What follows belongs to an exercise in optimizing a design on an open flow for a short achievable clock period, few clock cycles and low power; a production flow would make more cautious choices.
RTL that was checked went through simulation tests only; none was proved equivalent to the original.
For run 2, only the layout was checked, not whether the RTL still works.
Power and IR drop assume default switching activity.

==> flow/design.v, too long to show whole: its modules and the start of the top module <==
// module mac_lane_sum: 1967 lines
// module mac_vector_engine: 1066 lines
module mac_vector_engine (
  input logic clk,
  input logic reset_n,
  input logic start,
  input logic clear,
  input logic [9:0] vec_len,
  input logic signed [47:0] bias,
  input logic in_valid,
  input logic [35:0] in_a,
  input logic [35:0] in_b,
  input logic out_ready,
  output logic busy,
  output logic in_ready,
  output logic out_valid,
  output logic signed [17:0] out_data,
  output logic signed [47:0] out_acc,
  output logic acc_overflow
);
  // ...
==> flow/run.sh <==
#!/bin/bash
# synth_recipe.tcl (not shown) runs the flow's synth.tcl, then flattens the netlist and writes it again
# the make line also repeats each setting of config.mk as NAME=value (left out here)
make -C /OpenROAD-flow-scripts/flow DESIGN_CONFIG=/design/flow/config.mk WORK_HOME=/design/flow/orfs CLKGATE_MAP_FILE= SYNTH_SCRIPT=/design/flow/synth_recipe.tcl finish
==> flow/config.mk <==
export PLATFORM = sky130hd
export DESIGN_NAME = mac_vector_engine
export DESIGN_NICKNAME = mac_vector_engine
export VERILOG_FILES = /design/flow/design.v
export SDC_FILE = /design/flow/constraint.sdc
export NUM_CORES = 4
export LEC_CHECK = 0
export ABC_CLOCK_PERIOD_IN_PS = 2900
export CAP_MARGIN = 20
export CORE_MARGIN = 2
export CORE_UTILIZATION = 60
export CTS_BUF_LIST = sky130_fd_sc_hd__clkbuf_16
export CTS_CLUSTER_DIAMETER = 70
export CTS_CLUSTER_SIZE = 40
export SETUP_SLACK_MARGIN = 4.2
export SLEW_MARGIN = 20
==> flow/constraint.sdc <==
create_clock -name core_clock -period 7.0 [get_ports {clk}]
set_input_delay 1.4000 -clock core_clock [delete_from_list [all_inputs] [get_ports {clk}]]
set_output_delay 1.4000 -clock core_clock [all_outputs]
set_load 0.01 [all_outputs]
==> metrics.cfg, run 1 <==
[final_layout]
multi_input_area_share_pct=52.36
top_register=u_sum.t1_q
buffer_area_share_pct=6.377

[power_and_ir_drop]
ir_worst_vdd_mv=0.2395
leakagePower_nw=14.46
p_clk_mw=2.14
powerSeq_mw=4.18

[clocking]
worstSkewPairLatency_ps=650
h-tree-depth=1
clock-sinks=531
root_buffer=clkbuf_16

[yosys]
synth_top_area_cell=dfxtp_1
synthTopCellsByArea=dfxtp_1 (25%), fa_1 (18%), edfxtp_1 (9.8%)

[sta]
hold_viol=0
maxSlewHeadroom_pct=31.43

[global_routing]
grt_pass1_wl_um=126000
gr-usage-met1_pct=39.48
global_route.usage.met3_pct=5.818
grt_pass1_vias=23108

[worst_setup_path]
path_cells=dlygate4sd2_1
critical_path_required_ps=5600
cp-startpoint=res_q[2]

[status]
status=finished clean

[floorplanning]
die_w_um=237.7
core_um2=53920

[worst_hold_path]
hp-class=reg -> reg

[drt]
routed_wirelength_um=78420

Testbench counts, summed over its fixed seeds: cycles 12,350.
==> run 2: changes to the inputs <==
--- a/flow/design.v
+++ b/flow/design.v
@@ -1987,105 +1987,108 @@
   output logic busy,
   output logic in_ready,
   output logic out_valid,
   output logic signed [17:0] out_data,
   output logic signed [47:0] out_acc,
   output logic acc_overflow
 );
   localparam int NST = 2;    
-  localparam int HOLD = 3;  
-  logic busy_q, ir_q, pv_q, inf_q, ov_q;
+  localparam int NC = 3;      
+  logic busy_q, ir_q, pv_q, inf_q, ov_q, nf_q;
   logic [9:0] plen_q, rem_q;
-  logic [$clog2(HOLD+1)-1:0] hc_q;
-  logic [47:0] bias_q;
+  logic [NC-1:0] own_q, hb_q;   
+  logic [NC-1:0] st_c, dl_c, hw_c, ho_c;
   logic res_done;
-  wire cur = rem_q != '0;
+  wire cur = !nf_q;   
   wire pl0 = plen_q == 10'd0, pl1 = plen_q == 10'd1, pl2 = plen_q == 10'd2;
   wire r1 = rem_q == 10'd1, r2 = rem_q == 10'd2;
   wire pseudo = !cur && pv_q && pl0 && !inf_q;   
   wire [9:0] rem_m1 = (cur ? rem_q : plen_q) - 10'd1;
   wire blast_t = cur ? r1 : pl1;                 
-  wire hc_hi = hc_q > 1;
   wire take = in_valid && ir_q;
   wire pop = ov_q && out_ready;
   wire accept = start && !busy_q;               
   wire vl0 = vec_len == 10'd0, vl1 = vec_len == 10'd1;
   wire infn = inf_q && !pop;
   wire consume = (take && !cur) || pseudo;      
-  wire bfirst = consume;
   wire blast = pseudo || (take && blast_t);
+  wire nf_d = take ? blast_t : nf_q;
   wire nl_t = cur ? (r1 ? (pv_q ? pl1 : (accept && vl1)) : r2) : (!pl1 && pl2);
   wire inf_t = blast_t || infn;
   wire nl_n = cur ? r1 : (pv_q ? pl1 : (accept && vl1));
   wire inf_n = pseudo || infn;
+  assign dl_c = {NC{accept}} & (~own_q | (st_c & ~hb_q));
+  assign hw_c = {NC{accept}} & own_q & ~st_c;
+  assign ho_c = st_c & hb_q;
+  wire hb_next = |(hw_c | (hb_q & ~ho_c));
   always_ff @(posedge clk or negedge reset_n) begin
     if (!reset_n) begin
       busy_q <= 1'b0;
       ir_q <= 1'b0;
       pv_q <= 1'b0;
       inf_q <= 1'b0;
       ov_q <= 1'b0;
       rem_q <= '0;
-      hc_q <= '0;
+      nf_q <= 1'b1;
+      own_q <= '0;
+      hb_q <= '0;
     end else begin
-      busy_q <= !clear && (accept || pv_q || hc_hi);
+      busy_q <= !clear && (accept || (pv_q && !consume) || (infn && !nf_d) || hb_next);
       ir_q <= !clear && !(take ? (nl_t && inf_t) : (nl_n && inf_n));
       pv_q <= !clear && (accept || (pv_q && !consume));
       inf_q <= !clear && (blast || infn);
       ov_q <= !clear && (res_done || (ov_q && !pop));
       rem_q <= clear ? '0 : take ? rem_m1 : rem_q;
-      hc_q <= clear ? '0 : consume ? HOLD[$clog2(HOLD+1)-1:0] : hc_q - {{($clog2(HOLD+1)-1){1'b0}}, hc_q != '0};
+      nf_q <= clear || nf_d;
+      own_q <= clear ? '0 : (dl_c | ho_c | (own_q & ~st_c));
+      hb_q <= clear ? '0 : (hw_c | (hb_q & ~ho_c));
     end
   end
   always_ff @(posedge clk) begin
-    if (!busy_q) begin
-      plen_q <= vec_len;
-      bias_q <= bias;
-    end
+    if (!busy_q) plen_q <= vec_len;
   end
   logic [35:0] a_q;
   logic [17:0] one_q, two_q, neg_q;
   logic rb_q;
   always_ff @(posedge clk) begin
-    a_q <= in_valid ? in_a : '0;
+    a_q <= take ? in_a : '0;
     rb_q <= take;
     for (int l = 0; l < 2; l++)
       for (int i = 0; i < 9; i++) begin
-        one_q[l*9+i] <= in_valid && (in_b[l*18+2*i] ^ (i == 0 ? 1'b0 : in_b[l*18+2*i-1]));
-        two_q[l*9+i] <= in_valid && (i == 0 ? (in_b[l*18+1] & ~in_b[l*18])
+        one_q[l*9+i] <= take && (in_b[l*18+2*i] ^ (i == 0 ? 1'b0 : in_b[l*18+2*i-1]));
+        two_q[l*9+i] <= take && (i == 0 ? (in_b[l*18+1] & ~in_b[l*18])
                                : ((in_b[l*18+2*i+1] & ~in_b[l*18+2*i] & ~in_b[l*18+2*i-1]) |
                                   (~in_b[l*18+2*i+1] & in_b[l*18+2*i] & in_b[l*18+2*i-1])));
-        neg_q[l*9+i] <= in_valid && in_b[l*18+2*i+1];
+        neg_q[l*9+i] <= take && in_b[l*18+2*i+1];
       end
   end
-  logic [NST:0] fp_q, lp_q;
-  always_ff @(posedge clk or negedge reset_n) begin
-    if (!reset_n) lp_q <= '0;
-    else if (clear) lp_q <= '0;
-    else lp_q <= {lp_q[NST-1:0], blast};
-  end
-  always_ff @(posedge clk) fp_q <= {fp_q[NST-1:0], bfirst};
-  wire fa_q = fp_q[NST], la_q = lp_q[NST];
-  logic [2-1:0] fk_q, lk_q;
+  logic [NST+2:0] vp_q, lp_q;
   always_ff @(posedge clk or negedge reset_n) begin
-    if (!reset_n) lk_q <= '0;
-    else if (clear) lk_q <= '0;
-    else lk_q <= {lk_q, la_q};
+    if (!reset_n) begin
+      vp_q <= '0;
+      lp_q <= '0;
+    end else if (clear) begin
+      vp_q <= '0;
+      lp_q <= '0;
+    end else begin
+      vp_q <= {vp_q[NST+2-1:0], take || pseudo};
+      lp_q <= {lp_q[NST+2-1:0], blast};
+    end
   end
-  always_ff @(posedge clk) fk_q <= {fk_q, fa_q};
   wire [47:0] s_t, c_t;
   mac_lane_sum u_sum (.clk(clk), .v_i(rb_q), .a_i(a_q), .one_i(one_q), .two_i(two_q), .neg_i(neg_q), .s_o(s_t), .c_o(c_t));
   logic [47:0] res_q;
   logic ovf_q, rovf_q;
   logic [7:0] acc0_q;
   wire [7:0] x0 = acc0_q;
+  wire st0 = lp_q[NST+0], vb0 = vp_q[NST+0];
+  assign st_c[0] = st0;
   wire [7:0] s0 = s_t[7:0];
   wire [7:0] c0 = c_t[7:0];
-  wire ldn0 = fp_q[NST-1], st0 = la_q;
   wire [7:0] p0 = x0 ^ s0 ^ c0;
   wire [7:0] g0 = (x0 & s0) | (x0 & c0) | (s0 & c0);
   wire [7:0] k0_p0 = p0 ^ {g0[6:0], 1'b0};
   wire [7:0] k0_g0 = p0 & {g0[6:0], 1'b0};
   wire [7:0] k0_G0 = {k0_g0[7:1], k0_g0[0] | (k0_p0[0] & 1'b0)};
   wire [7:0] k0_P0 = k0_p0;
   wire [7:0] k0_G1, k0_P1;
   assign k0_G1[0] = k0_G0[0];
@@ -2139,25 +2142,28 @@
   assign k0_G3[7] = k0_G2[7] | (k0_P2[7] & k0_G2[3]);
   assign k0_P3[7] = k0_P2[7] & k0_P2[3];
   wire [8:0] k0_y = {k0_G3[7], k0_p0 ^ {k0_G3[6:0], 1'b0}};
   wire cg1 = g0[7];   
   wire [8:0] y0 = k0_y;
   logic ca1_q;
   always_ff @(posedge clk) ca1_q <= y0[8];
   always_ff @(posedge clk) begin
-    acc0_q <= ldn0 ? bias_q[7:0] : y0[7:0];
-    if (st0) res_q[7:0] <= y0[7:0];
+    if (dl_c[0] || ho_c[0] || vb0)
+      acc0_q <= dl_c[0] ? bias[7:0] : ho_c[0] ? res_q[7:0] : y0[7:0];
+    if (st0 || hw_c[0]) res_q[7:0] <= st0 ? y0[7:0] : bias[7:0];
   end
   logic [19:0] acc1_q;
   wire [19:0] x1 = acc1_q;
+  wire st1 = lp_q[NST+1], vb1 = vp_q[NST+1];
+  assign st_c[1] = st1;
   wire [19:0] ps1 = s_t[27:8];
   wire [19:0] pc1 = c_t[27:8];
-  wire [19:0] q1_p0 = ps1 ^ pc1;
-  wire [19:0] q1_g0 = ps1 & pc1;
+  wire [19:0] q1_p0 = ps1[19:0] ^ pc1[19:0];
+  wire [19:0] q1_g0 = ps1[19:0] & pc1[19:0];
   wire [19:0] q1_G0 = {q1_g0[19:1], q1_g0[0] | (q1_p0[0] & cg1)};
   wire [19:0] q1_P0 = q1_p0;
   wire [19:0] q1_G1, q1_P1;
   assign q1_G1[0] = q1_G0[0];
   assign q1_P1[0] = q1_P0[0];
   assign q1_G1[1] = q1_G0[1] | (q1_P0[1] & q1_G0[0]);
   assign q1_P1[1] = q1_P0[1] & q1_P0[0];
   assign q1_G1[2] = q1_G0[2] | (q1_P0[2] & q1_G0[1]);
@@ -2359,20 +2365,19 @@
   assign q1_G5[18] = q1_G4[18] | (q1_P4[18] & q1_G4[2]);
   assign q1_P5[18] = q1_P4[18] & q1_P4[2];
   assign q1_G5[19] = q1_G4[19] | (q1_P4[19] & q1_G4[3]);
   assign q1_P5[19] = q1_P4[19] & q1_P4[3];
   wire [20:0] q1_y = {q1_G5[19], q1_p0 ^ {q1_G5[18:0], cg1}};
   logic [19:0] pa1_q;
   logic pco2_q;
   always_ff @(posedge clk) begin
-    pa1_q <= q1_y[19:0];
+    pa1_q <= vp_q[NST+0] ? q1_y[19:0] : '0;
     pco2_q <= q1_y[20];
   end
-  wire ldn1 = fa_q, st1 = lk_q[0];
   wire [19:0] k1_p0 = x1 ^ pa1_q;
   wire [19:0] k1_g0 = x1 & pa1_q;
   wire [19:0] k1_G0 = {k1_g0[19:1], k1_g0[0] | (k1_p0[0] & ca1_q)};
   wire [19:0] k1_P0 = k1_p0;
   wire [19:0] k1_G1, k1_P1;
   assign k1_G1[0] = k1_G0[0];
   assign k1_P1[0] = k1_P0[0];
   assign k1_G1[1] = k1_G0[1] | (k1_P0[1] & k1_G0[0]);
@@ -2577,34 +2582,37 @@
   assign k1_P5[18] = k1_P4[18] & k1_P4[2];
   assign k1_G5[19] = k1_G4[19] | (k1_P4[19] & k1_G4[3]);
   assign k1_P5[19] = k1_P4[19] & k1_P4[3];
   wire [20:0] k1_y = {k1_G5[19], k1_p0 ^ {k1_G5[18:0], ca1_q}};
   wire [20:0] y1 = k1_y;
   logic ca2_q;
   always_ff @(posedge clk) ca2_q <= y1[20];
   always_ff @(posedge clk) begin
-    acc1_q <= ldn1 ? bias_q[27:8] : y1[19:0];
-    if (st1) res_q[27:8] <= y1[19:0];
+    if (dl_c[1] || ho_c[1] || vb1)
+      acc1_q <= dl_c[1] ? bias[27:8] : ho_c[1] ? res_q[27:8] : y1[19:0];
+    if (st1 || hw_c[1]) res_q[27:8] <= st1 ? y1[19:0] : bias[27:8];
   end
   logic [19:0] acc2_q;
   wire [19:0] x2 = acc2_q;
+  wire st2 = lp_q[NST+2], vb2 = vp_q[NST+2];
+  assign st_c[2] = st2;
   logic [19:0] sd2_q [1];
   logic [19:0] cd2_q [1];
   always_ff @(posedge clk) begin
     sd2_q[0] <= s_t[47:28];
     cd2_q[0] <= c_t[47:28];
   end
   wire [19:0] ps2 = sd2_q[0];
   wire [19:0] pc2 = cd2_q[0];
-  wire [19:0] q2_p0 = ps2 ^ pc2;
-  wire [19:0] q2_g0 = ps2 & pc2;
-  wire [19:0] q2_G0 = {q2_g0[19:1], q2_g0[0] | (q2_p0[0] & pco2_q)};
-  wire [19:0] q2_P0 = q2_p0;
-  wire [19:0] q2_G1, q2_P1;
+  wire [8:0] q2_p0 = ps2[8:0] ^ pc2[8:0];
+  wire [8:0] q2_g0 = ps2[8:0] & pc2[8:0];
+  wire [8:0] q2_G0 = {q2_g0[8:1], q2_g0[0] | (q2_p0[0] & pco2_q)};
+  wire [8:0] q2_P0 = q2_p0;
+  wire [8:0] q2_G1, q2_P1;
   assign q2_G1[0] = q2_G0[0];
   assign q2_P1[0] = q2_P0[0];
   assign q2_G1[1] = q2_G0[1] | (q2_P0[1] & q2_G0[0]);
   assign q2_P1[1] = q2_P0[1] & q2_P0[0];
   assign q2_G1[2] = q2_G0[2] | (q2_P0[2] & q2_G0[1]);
   assign q2_P1[2] = q2_P0[2] & q2_P0[1];
   assign q2_G1[3] = q2_G0[3] | (q2_P0[3] & q2_G0[2]);
   assign q2_P1[3] = q2_P0[3] & q2_P0[2];
@@ -2613,39 +2621,17 @@
   assign q2_G1[5] = q2_G0[5] | (q2_P0[5] & q2_G0[4]);
   assign q2_P1[5] = q2_P0[5] & q2_P0[4];
   assign q2_G1[6] = q2_G0[6] | (q2_P0[6] & q2_G0[5]);
   assign q2_P1[6] = q2_P0[6] & q2_P0[5];
   assign q2_G1[7] = q2_G0[7] | (q2_P0[7] & q2_G0[6]);
   assign q2_P1[7] = q2_P0[7] & q2_P0[6];
   assign q2_G1[8] = q2_G0[8] | (q2_P0[8] & q2_G0[7]);
   assign q2_P1[8] = q2_P0[8] & q2_P0[7];
-  assign q2_G1[9] = q2_G0[9] | (q2_P0[9] & q2_G0[8]);
-  assign q2_P1[9] = q2_P0[9] & q2_P0[8];
-  assign q2_G1[10] = q2_G0[10] | (q2_P0[10] & q2_G0[9]);
-  assign q2_P1[10] = q2_P0[10] & q2_P0[9];
-  assign q2_G1[11] = q2_G0[11] | (q2_P0[11] & q2_G0[10]);
-  assign q2_P1[11] = q2_P0[11] & q2_P0[10];
-  assign q2_G1[12] = q2_G0[12] | (q2_P0[12] & q2_G0[11]);
-  assign q2_P1[12] = q2_P0[12] & q2_P0[11];
-  assign q2_G1[13] = q2_G0[13] | (q2_P0[13] & q2_G0[12]);
-  assign q2_P1[13] = q2_P0[13] & q2_P0[12];
-  assign q2_G1[14] = q2_G0[14] | (q2_P0[14] & q2_G0[13]);
-  assign q2_P1[14] = q2_P0[14] & q2_P0[13];
-  assign q2_G1[15] = q2_G0[15] | (q2_P0[15] & q2_G0[14]);
-  assign q2_P1[15] = q2_P0[15] & q2_P0[14];
-  assign q2_G1[16] = q2_G0[16] | (q2_P0[16] & q2_G0[15]);
-  assign q2_P1[16] = q2_P0[16] & q2_P0[15];
-  assign q2_G1[17] = q2_G0[17] | (q2_P0[17] & q2_G0[16]);
-  assign q2_P1[17] = q2_P0[17] & q2_P0[16];
-  assign q2_G1[18] = q2_G0[18] | (q2_P0[18] & q2_G0[17]);
-  assign q2_P1[18] = q2_P0[18] & q2_P0[17];
-  assign q2_G1[19] = q2_G0[19] | (q2_P0[19] & q2_G0[18]);
-  assign q2_P1[19] = q2_P0[19] & q2_P0[18];
-  wire [19:0] q2_G2, q2_P2;
+  wire [8:0] q2_G2, q2_P2;
   assign q2_G2[0] = q2_G1[0];
   assign q2_P2[0] = q2_P1[0];
   assign q2_G2[1] = q2_G1[1];
   assign q2_P2[1] = q2_P1[1];
   assign q2_G2[2] = q2_G1[2] | (q2_P1[2] & q2_G1[0]);
   assign q2_P2[2] = q2_P1[2] & q2_P1[0];
   assign q2_G2[3] = q2_G1[3] | (q2_P1[3] & q2_G1[1]);
   assign q2_P2[3] = q2_P1[3] & q2_P1[1];
@@ -2654,39 +2640,17 @@
   assign q2_G2[5] = q2_G1[5] | (q2_P1[5] & q2_G1[3]);
   assign q2_P2[5] = q2_P1[5] & q2_P1[3];
   assign q2_G2[6] = q2_G1[6] | (q2_P1[6] & q2_G1[4]);
   assign q2_P2[6] = q2_P1[6] & q2_P1[4];
   assign q2_G2[7] = q2_G1[7] | (q2_P1[7] & q2_G1[5]);
   assign q2_P2[7] = q2_P1[7] & q2_P1[5];
   assign q2_G2[8] = q2_G1[8] | (q2_P1[8] & q2_G1[6]);
   assign q2_P2[8] = q2_P1[8] & q2_P1[6];
-  assign q2_G2[9] = q2_G1[9] | (q2_P1[9] & q2_G1[7]);
-  assign q2_P2[9] = q2_P1[9] & q2_P1[7];
-  assign q2_G2[10] = q2_G1[10] | (q2_P1[10] & q2_G1[8]);
-  assign q2_P2[10] = q2_P1[10] & q2_P1[8];
-  assign q2_G2[11] = q2_G1[11] | (q2_P1[11] & q2_G1[9]);
-  assign q2_P2[11] = q2_P1[11] & q2_P1[9];
-  assign q2_G2[12] = q2_G1[12] | (q2_P1[12] & q2_G1[10]);
-  assign q2_P2[12] = q2_P1[12] & q2_P1[10];
-  assign q2_G2[13] = q2_G1[13] | (q2_P1[13] & q2_G1[11]);
-  assign q2_P2[13] = q2_P1[13] & q2_P1[11];
-  assign q2_G2[14] = q2_G1[14] | (q2_P1[14] & q2_G1[12]);
-  assign q2_P2[14] = q2_P1[14] & q2_P1[12];
-  assign q2_G2[15] = q2_G1[15] | (q2_P1[15] & q2_G1[13]);
-  assign q2_P2[15] = q2_P1[15] & q2_P1[13];
-  assign q2_G2[16] = q2_G1[16] | (q2_P1[16] & q2_G1[14]);
-  assign q2_P2[16] = q2_P1[16] & q2_P1[14];
-  assign q2_G2[17] = q2_G1[17] | (q2_P1[17] & q2_G1[15]);
-  assign q2_P2[17] = q2_P1[17] & q2_P1[15];
-  assign q2_G2[18] = q2_G1[18] | (q2_P1[18] & q2_G1[16]);
-  assign q2_P2[18] = q2_P1[18] & q2_P1[16];
-  assign q2_G2[19] = q2_G1[19] | (q2_P1[19] & q2_G1[17]);
-  assign q2_P2[19] = q2_P1[19] & q2_P1[17];
-  wire [19:0] q2_G3, q2_P3;
+  wire [8:0] q2_G3, q2_P3;
   assign q2_G3[0] = q2_G2[0];
   assign q2_P3[0] = q2_P2[0];
   assign q2_G3[1] = q2_G2[1];
   assign q2_P3[1] = q2_P2[1];
   assign q2_G3[2] = q2_G2[2];
   assign q2_P3[2] = q2_P2[2];
   assign q2_G3[3] = q2_G2[3];
   assign q2_P3[3] = q2_P2[3];
@@ -2695,39 +2659,17 @@
   assign q2_G3[5] = q2_G2[5] | (q2_P2[5] & q2_G2[1]);
   assign q2_P3[5] = q2_P2[5] & q2_P2[1];
   assign q2_G3[6] = q2_G2[6] | (q2_P2[6] & q2_G2[2]);
   assign q2_P3[6] = q2_P2[6] & q2_P2[2];
   assign q2_G3[7] = q2_G2[7] | (q2_P2[7] & q2_G2[3]);
   assign q2_P3[7] = q2_P2[7] & q2_P2[3];
   assign q2_G3[8] = q2_G2[8] | (q2_P2[8] & q2_G2[4]);
   assign q2_P3[8] = q2_P2[8] & q2_P2[4];
-  assign q2_G3[9] = q2_G2[9] | (q2_P2[9] & q2_G2[5]);
-  assign q2_P3[9] = q2_P2[9] & q2_P2[5];
-  assign q2_G3[10] = q2_G2[10] | (q2_P2[10] & q2_G2[6]);
-  assign q2_P3[10] = q2_P2[10] & q2_P2[6];
-  assign q2_G3[11] = q2_G2[11] | (q2_P2[11] & q2_G2[7]);
-  assign q2_P3[11] = q2_P2[11] & q2_P2[7];
-  assign q2_G3[12] = q2_G2[12] | (q2_P2[12] & q2_G2[8]);
-  assign q2_P3[12] = q2_P2[12] & q2_P2[8];
-  assign q2_G3[13] = q2_G2[13] | (q2_P2[13] & q2_G2[9]);
-  assign q2_P3[13] = q2_P2[13] & q2_P2[9];
-  assign q2_G3[14] = q2_G2[14] | (q2_P2[14] & q2_G2[10]);
-  assign q2_P3[14] = q2_P2[14] & q2_P2[10];
-  assign q2_G3[15] = q2_G2[15] | (q2_P2[15] & q2_G2[11]);
-  assign q2_P3[15] = q2_P2[15] & q2_P2[11];
-  assign q2_G3[16] = q2_G2[16] | (q2_P2[16] & q2_G2[12]);
-  assign q2_P3[16] = q2_P2[16] & q2_P2[12];
-  assign q2_G3[17] = q2_G2[17] | (q2_P2[17] & q2_G2[13]);
-  assign q2_P3[17] = q2_P2[17] & q2_P2[13];
-  assign q2_G3[18] = q2_G2[18] | (q2_P2[18] & q2_G2[14]);
-  assign q2_P3[18] = q2_P2[18] & q2_P2[14];
-  assign q2_G3[19] = q2_G2[19] | (q2_P2[19] & q2_G2[15]);
-  assign q2_P3[19] = q2_P2[19] & q2_P2[15];
-  wire [19:0] q2_G4, q2_P4;
+  wire [8:0] q2_G4, q2_P4;
   assign q2_G4[0] = q2_G3[0];
   assign q2_P4[0] = q2_P3[0];
   assign q2_G4[1] = q2_G3[1];
   assign q2_P4[1] = q2_P3[1];
   assign q2_G4[2] = q2_G3[2];
   assign q2_P4[2] = q2_P3[2];
   assign q2_G4[3] = q2_G3[3];
   assign q2_P4[3] = q2_P3[3];
@@ -2736,87 +2678,23 @@
   assign q2_G4[5] = q2_G3[5];
   assign q2_P4[5] = q2_P3[5];
   assign q2_G4[6] = q2_G3[6];
   assign q2_P4[6] = q2_P3[6];
   assign q2_G4[7] = q2_G3[7];
   assign q2_P4[7] = q2_P3[7];
   assign q2_G4[8] = q2_G3[8] | (q2_P3[8] & q2_G3[0]);
   assign q2_P4[8] = q2_P3[8] & q2_P3[0];
-  assign q2_G4[9] = q2_G3[9] | (q2_P3[9] & q2_G3[1]);
-  assign q2_P4[9] = q2_P3[9] & q2_P3[1];
-  assign q2_G4[10] = q2_G3[10] | (q2_P3[10] & q2_G3[2]);
-  assign q2_P4[10] = q2_P3[10] & q2_P3[2];
-  assign q2_G4[11] = q2_G3[11] | (q2_P3[11] & q2_G3[3]);
-  assign q2_P4[11] = q2_P3[11] & q2_P3[3];
-  assign q2_G4[12] = q2_G3[12] | (q2_P3[12] & q2_G3[4]);
-  assign q2_P4[12] = q2_P3[12] & q2_P3[4];
-  assign q2_G4[13] = q2_G3[13] | (q2_P3[13] & q2_G3[5]);
-  assign q2_P4[13] = q2_P3[13] & q2_P3[5];
-  assign q2_G4[14] = q2_G3[14] | (q2_P3[14] & q2_G3[6]);
-  assign q2_P4[14] = q2_P3[14] & q2_P3[6];
-  assign q2_G4[15] = q2_G3[15] | (q2_P3[15] & q2_G3[7]);
-  assign q2_P4[15] = q2_P3[15] & q2_P3[7];
-  assign q2_G4[16] = q2_G3[16] | (q2_P3[16] & q2_G3[8]);
-  assign q2_P4[16] = q2_P3[16] & q2_P3[8];
-  assign q2_G4[17] = q2_G3[17] | (q2_P3[17] & q2_G3[9]);
-  assign q2_P4[17] = q2_P3[17] & q2_P3[9];
-  assign q2_G4[18] = q2_G3[18] | (q2_P3[18] & q2_G3[10]);
-  assign q2_P4[18] = q2_P3[18] & q2_P3[10];
-  assign q2_G4[19] = q2_G3[19] | (q2_P3[19] & q2_G3[11]);
-  assign q2_P4[19] = q2_P3[19] & q2_P3[11];
-  wire [19:0] q2_G5, q2_P5;
-  assign q2_G5[0] = q2_G4[0];
-  assign q2_P5[0] = q2_P4[0];
-  assign q2_G5[1] = q2_G4[1];
-  assign q2_P5[1] = q2_P4[1];
-  assign q2_G5[2] = q2_G4[2];
-  assign q2_P5[2] = q2_P4[2];
-  assign q2_G5[3] = q2_G4[3];
-  assign q2_P5[3] = q2_P4[3];
-  assign q2_G5[4] = q2_G4[4];
-  assign q2_P5[4] = q2_P4[4];
-  assign q2_G5[5] = q2_G4[5];
-  assign q2_P5[5] = q2_P4[5];
-  assign q2_G5[6] = q2_G4[6];
-  assign q2_P5[6] = q2_P4[6];
-  assign q2_G5[7] = q2_G4[7];
-  assign q2_P5[7] = q2_P4[7];
-  assign q2_G5[8] = q2_G4[8];
-  assign q2_P5[8] = q2_P4[8];
-  assign q2_G5[9] = q2_G4[9];
-  assign q2_P5[9] = q2_P4[9];
-  assign q2_G5[10] = q2_G4[10];
-  assign q2_P5[10] = q2_P4[10];
-  assign q2_G5[11] = q2_G4[11];
-  assign q2_P5[11] = q2_P4[11];
-  assign q2_G5[12] = q2_G4[12];
-  assign q2_P5[12] = q2_P4[12];
-  assign q2_G5[13] = q2_G4[13];
-  assign q2_P5[13] = q2_P4[13];
-  assign q2_G5[14] = q2_G4[14];
-  assign q2_P5[14] = q2_P4[14];
-  assign q2_G5[15] = q2_G4[15];
-  assign q2_P5[15] = q2_P4[15];
-  assign q2_G5[16] = q2_G4[16] | (q2_P4[16] & q2_G4[0]);
-  assign q2_P5[16] = q2_P4[16] & q2_P4[0];
-  assign q2_G5[17] = q2_G4[17] | (q2_P4[17] & q2_G4[1]);
-  assign q2_P5[17] = q2_P4[17] & q2_P4[1];
-  assign q2_G5[18] = q2_G4[18] | (q2_P4[18] & q2_G4[2]);
-  assign q2_P5[18] = q2_P4[18] & q2_P4[2];
-  assign q2_G5[19] = q2_G4[19] | (q2_P4[19] & q2_G4[3]);
-  assign q2_P5[19] = q2_P4[19] & q2_P4[3];
-  wire [20:0] q2_y = {q2_G5[19], q2_p0 ^ {q2_G5[18:0], pco2_q}};
-  logic [19:0] pa2_q;
+  wire [9:0] q2_y = {q2_G4[8], q2_p0 ^ {q2_G4[7:0], pco2_q}};
+  logic [8:0] pa2_q;
   always_ff @(posedge clk) begin
-    pa2_q <= q2_y[19:0];
+    pa2_q <= vp_q[NST+1] ? q2_y[8:0] : '0;
   end
-  wire ldn2 = fk_q[0], st2 = lk_q[1];
-  wire [19:0] k2_p0 = x2 ^ pa2_q;
-  wire [19:0] k2_g0 = x2 & pa2_q;
+  wire [19:0] k2_p0 = x2 ^ {{11{pa2_q[8]}}, pa2_q};
+  wire [19:0] k2_g0 = x2 & {{11{pa2_q[8]}}, pa2_q};
   wire [19:0] k2_G0 = {k2_g0[19:1], k2_g0[0] | (k2_p0[0] & ca2_q)};
   wire [19:0] k2_P0 = k2_p0;
   wire [19:0] k2_G1, k2_P1;
   assign k2_G1[0] = k2_G0[0];
   assign k2_P1[0] = k2_P0[0];
   assign k2_G1[1] = k2_G0[1] | (k2_P0[1] & k2_G0[0]);
   assign k2_P1[1] = k2_P0[1] & k2_P0[0];
   assign k2_G1[2] = k2_G0[2] | (k2_P0[2] & k2_G0[1]);
@@ -3017,24 +2895,25 @@
   assign k2_P5[17] = k2_P4[17] & k2_P4[1];
   assign k2_G5[18] = k2_G4[18] | (k2_P4[18] & k2_G4[2]);
   assign k2_P5[18] = k2_P4[18] & k2_P4[2];
   assign k2_G5[19] = k2_G4[19] | (k2_P4[19] & k2_G4[3]);
   assign k2_P5[19] = k2_P4[19] & k2_P4[3];
   wire [20:0] k2_y = {k2_G5[19], k2_p0 ^ {k2_G5[18:0], ca2_q}};
   wire [20:0] y2 = k2_y;
   always_ff @(posedge clk) begin
-    acc2_q <= ldn2 ? bias_q[47:28] : y2[19:0];
-    if (st2) res_q[47:28] <= y2[19:0];
+    if (dl_c[2] || ho_c[2] || vb2)
+      acc2_q <= dl_c[2] ? bias[47:28] : ho_c[2] ? res_q[47:28] : y2[19:0];
+    if (st2 || hw_c[2]) res_q[47:28] <= st2 ? y2[19:0] : bias[47:28];
   end
   wire ovf_step = (x2[19] ^ y2[19]) & (x2[19] ^ x2[18]);
-  wire ovf_new = ovf_q | ovf_step;
   always_ff @(posedge clk) begin
-    ovf_q <= !ldn2 && ovf_new;
-    if (st2) rovf_q <= ovf_new;
+    if (dl_c[2] || ho_c[2]) ovf_q <= 1'b0;
+    else if (vb2) ovf_q <= ovf_q | ovf_step;
+    if (st2) rovf_q <= ovf_q | ovf_step;
   end
   assign res_done = st2;
   assign busy = busy_q;
   assign in_ready = ir_q;
   assign out_valid = ov_q;
   assign out_acc = res_q;
   assign out_data = res_q[25:8];
   assign acc_overflow = rovf_q;
--- a/flow/config.mk
+++ b/flow/config.mk
@@ -5,12 +5,12 @@
 export SDC_FILE = /design/flow/constraint.sdc
 export NUM_CORES = 4
 export LEC_CHECK = 0
 export ABC_CLOCK_PERIOD_IN_PS = 2900
 export CAP_MARGIN = 20
 export CORE_MARGIN = 2
 export CORE_UTILIZATION = 60
 export CTS_BUF_LIST = sky130_fd_sc_hd__clkbuf_16
-export CTS_CLUSTER_DIAMETER = 70
-export CTS_CLUSTER_SIZE = 40
+export CTS_CLUSTER_DIAMETER = 120
+export CTS_CLUSTER_SIZE = 25
 export SETUP_SLACK_MARGIN = 4.2
 export SLEW_MARGIN = 20
==> run 2 against run 1 <==
Die area down 1.2%. Critical endpoint is now pa1_q[18]. Fmax decreased by 7.9%. Wire length grew 9.5%. Still clean. Total power shrank 39%. First-iteration DRC count fell by 7.6%. Register-to-register slack got worse by 250 ps.
==> metrics.cfg, run 2 <==
[status]
status=finished clean

[sta]
rsz0062_at_grt=yes
maxSlewViolCount=0
layout_min_cycle_time_ps=2990
worst_slew_pin_slew_ps=980.2
maxSlewHeadroom_pct=34.66  ; +3.2 points
finalCritPeriodShare_pct=42.71
hold_viol=0  ; unchanged
setup_viol=0
setup_slack_ps=4010
fin_skew_ps=41.67
max_freq_ghz=0.3345
setup-tns-final_ps=0

[final_layout]
fin_nets=3866
syn2layout_area_growth_pct=13.28
drive_above_1_share_pct=11.88
num-fill-cells=4165
largest_register_ffs=133
multi_input_comb_area_um2=19970
final-seq-area_um2=11080
final_cell_mix=a22oi_1 (290), fa_1 (287), dfxtp_1 (262), inv_1 (253), xor2_1 (238)
n_antenna_cell=0
layout_commonest_cell=a22oi_1
reg.largest.list=u_sum.t1_q x133, u_sum.t2_q x65, res_q x48
top_register=u_sum.t1_q

[worst_setup_path]
critPathSlowestCell=edfxtp_1
reg2regPathDepth=11
worstPathMaxFanout=4
cpMostUsedCell=fa_2
critical_path_required_ps=7470  ; +1870 ps
cp_data_arrival_time_ps=3460
end_kind=flop
max_stage_delay_ps=420
path_cells=fa_2 > fa_2 > fa_2 > a21o_1 > a21oi_2 > o21ai_1 > o2111ai_2 > o211ai_1 > a311oi_2 > xnor2_1 > and2_1
crit_type=reg -> reg
cp-start-kind=flop

[global_routing]
grt_max_degree=134
antenna_found_initial=0
grt_pass1_wl_um=132000  ; +4.8%
grt-ovfl-total=0
grt_pass1_vias=23947  ; +3.6%
track_usage_pct=29.58

[clocking]
h-tree-depth=1  ; unchanged
clock-sinks=478  ; -10%
root_buffer=clkbuf_16
cts_buffer_depth=3
clkSlewWorstSetupHoldPaths_ps=100
worstSkewPairLatency_ps=600  ; -50 ps
numCtsBuffers=23
cts_tree=yes

[yosys]
ys.flop_type=dfxtp_1
synth_top_family_by_area=adder cells
synth_top_area_cell=dfxtp_1
synth_top_area_share_pct=20.96
synth-edff-count=107
synth_compound_area_share_pct=13.36
synth-adder-area-share_pct=22.31
syn_avg_cell_area_um2=10.01
ys_types=65
syn_area_um2=32380
yosysMostFrequentCell=dfxtp_1
syn_nets=3769
synthArstFlopShare_pct=6.695
synth_seq_cells=478
synth_mux_area_share_pct=1.955
ys_top_cells_by_count=dfxtp_1 (339), a22oi_1 (308), fa_1 (297)
synth_xor_area_share_pct=11.55
netlist_instances=3234
synthTopCellsByArea=dfxtp_1 (21%), fa_1 (18%), edfxtp_1 (9.9%)
yosysWarnings=4
yosys.area_share.simple_pct=11.12
synth-seq-area-share_pct=33.36

[floorplanning]
ioPinCount=206
initial_core_util_pct=60.40
dieHeight_um=236.3
core_um2=53600  ; -0.59%
fp.dieArea_um2=55840
rows=85
die_w_um=236.3  ; -0.58%

[drt]
viasPerCell=5.900
drt-pass1-iter-count=8
vias=23831
routed_wirelength_um=85870  ; +9.5%
drc_errors=0
drt_iter0_markers=1936
ant_nets=0
post_drt_wl_per_cell_um=21.26

[power_and_ir_drop]
p_int_mw=4.463
pwr-share-seq_pct=49.8
clkPwrFrac_pct=22.6
leakagePower_nw=14.50  ; +0.29%
switching_share_pct=32.22
p_comb_share_pct=27.6
cellPowerDensity_nw_per_um2=179.5
p_sw_mw=2.121
ir_worst_vdd_mv=0.2503  ; +4.5%

[job]
maxCapViolCount=0

[worst_hold_path]
hold_path_depth=0
hp-class=reg -> reg

[placed_design]
place_ws_ps=3084
port-buffer-count=205
hpwl_um=59760
gp_congestion=0.8975

[run 2: changes by cell type after synthesis, sizes merged, moves of 11 or more]
| cell | change |
|---|---|
| a21oi | +51 |
| o21ai | +18 |
| a31oi | +21 |
| clkbuf | +20 |
| and2 | -68 |
| and3 | +54 |
| nand2 | +39 |
| nor4 | -11 |
| mux2 | +11 |
| xnor2 | +25 |
| nor2 | +77 |
| dfxtp | -63 |
[run 2: area by class of cell]
type | count | share of cell area (%)
multi-input cells | 2233 | 54.45
repair buffers | 349 | 8.658
clock inverters | 14 | 0.2081
clock buffers | 23 | 1.569
well taps | 696 | 2.374
flip-flops and latches | 478 | 30.21
inverters | 246 | 2.528
[run 2: worst paths after layout]
path	start	end	slack, ps
setup / recovery	acc0_q[7]	pa1_q[18]	4010
hold / removal	u_sum.t2_q[64]	cd2_q[0][7]	330
setup reg to reg	acc0_q[7]	pa1_q[18]	4010
hold reg to reg	u_sum.t2_q[64]	cd2_q[0][7]	330
max in group asynchronous	reset_n	lp_q[3]	5570
min in group asynchronous	reset_n	rem_q[5]	860
[run 2: critical path, delay by kind of cell, from the launching register on]
family | cells | cell delay, ps
adders and majority gates | 3 | 1110
and+or+nand+nor | 1 | 150
AOI/OAI and AO/OA | 6 | 1100
xor gates and xnor gates | 1 | 100
DFF | 1 | 420
[run 2: through the flow]
| stage | hold WS [ps] | utilization, % | instance area (µm²) | instances | power, mW |
|---|---|---|---|---|---|
| after floorplan | 309.6 | - | 32540 | 3234 | 4.429 |
| after global placement | 310.3 | 64.16 | 34390 | 3883 | 5.011 |
| after detailed placement | 312.8 | 64.16 | 34390 | 3883 | 5.069 |
| after global routing | 341.1 | 68.43 | 36680 | 4039 | 6.957 |
| final | 334.5 | 68.43 | 36680 | 4039 | 6.584 |
| after CTS | 334.4 | 66.49 | 35640 | 3959 | 6.542 |
[run 2: metal layers]
metal  track usage (%)  vias up  routed length, µm
met5                 0        -                  0
met4             9.973        0               3764
met3             5.032      268               7437
met2             48.36     1236              39240
met1             40.08    11429              35420
li1                  -    10898                  -
[run 2: power by group through the flow]
| stage | combinational [mW] | clock, mW | sequential, mW |
|---|---|---|---|
| final | 1.82 | 1.49 | 3.28 |
| after CTS | 1.73 | 1.53 | 3.28 |
| after global placement | 1.65 | 0 | 3.36 |
| after global routing | 2.03 | 1.63 | 3.30 |
| after floorplan | 1.22 | 0 | 3.21 |
| after detailed placement | 1.71 | 0 | 3.36 |
[run 2: what timing repair did]
action / 4_1_cts / 5_1_grt
hold buffers: 0 / 0
setup buffers: 38 / 77
resized for setup: 241 / 121
endpoints found under the hold margin: 0 / 0
cloned: 1 / 3
endpoints found under the setup margin: 311 / 144
pin swaps: 24 / 44
[run 2: kinds of logic (layout without fill, tap and decap cells)]
group	count (synthesis)	after routing
buffers and inverters	525	632
multiplexers	57	57
adder cells (fa/ha/maj)	399	399
AO/OA/AOI/OAI	644	644
AND/OR/NAND/NOR	704	706
flip-flops	478	478
XOR/XNOR	427	427

[afterwards: timing with drivers on the ports]
Ports are ideal in the flow. The routed layouts listed here were re-timed in OpenROAD. Step 1 (the two cells are an assumption about what drives the block):
set clk [get_ports {clk}]
set_driving_cell -lib_cell sky130_fd_sc_hd__clkbuf_16 $clk
set_driving_cell -lib_cell sky130_fd_sc_hd__buf_2 [delete_from_list [all_inputs] $clk]
Step 2 moves the port delays by t, midway between the first and last clock arrival at a register: inputs arrive t later, outputs are due t later. That takes back most of the time a late clock gives input paths. a / b / c = no drivers / after step 1 / after step 2; a / b = the first two.
| run | shift t [ns] | setup WS [ns] | worst setup path after step 2 | slew at the worst register clock pin (ns) |
|---|---|---|---|---|
| run 1 | 0.697 | 4.246 / 4.188 / 3.856 | input to register | 0.11 / 0.11 |
| run 2 | 0.639 | 4.010 / 4.010 / 3.540 | input to register | 0.11 / 0.11 |
After both steps every run listed still meets setup and hold. For run 2, which loses most, drivers alone change the setup slack by 0.000 ns; drivers and shift together by -0.470 ns.
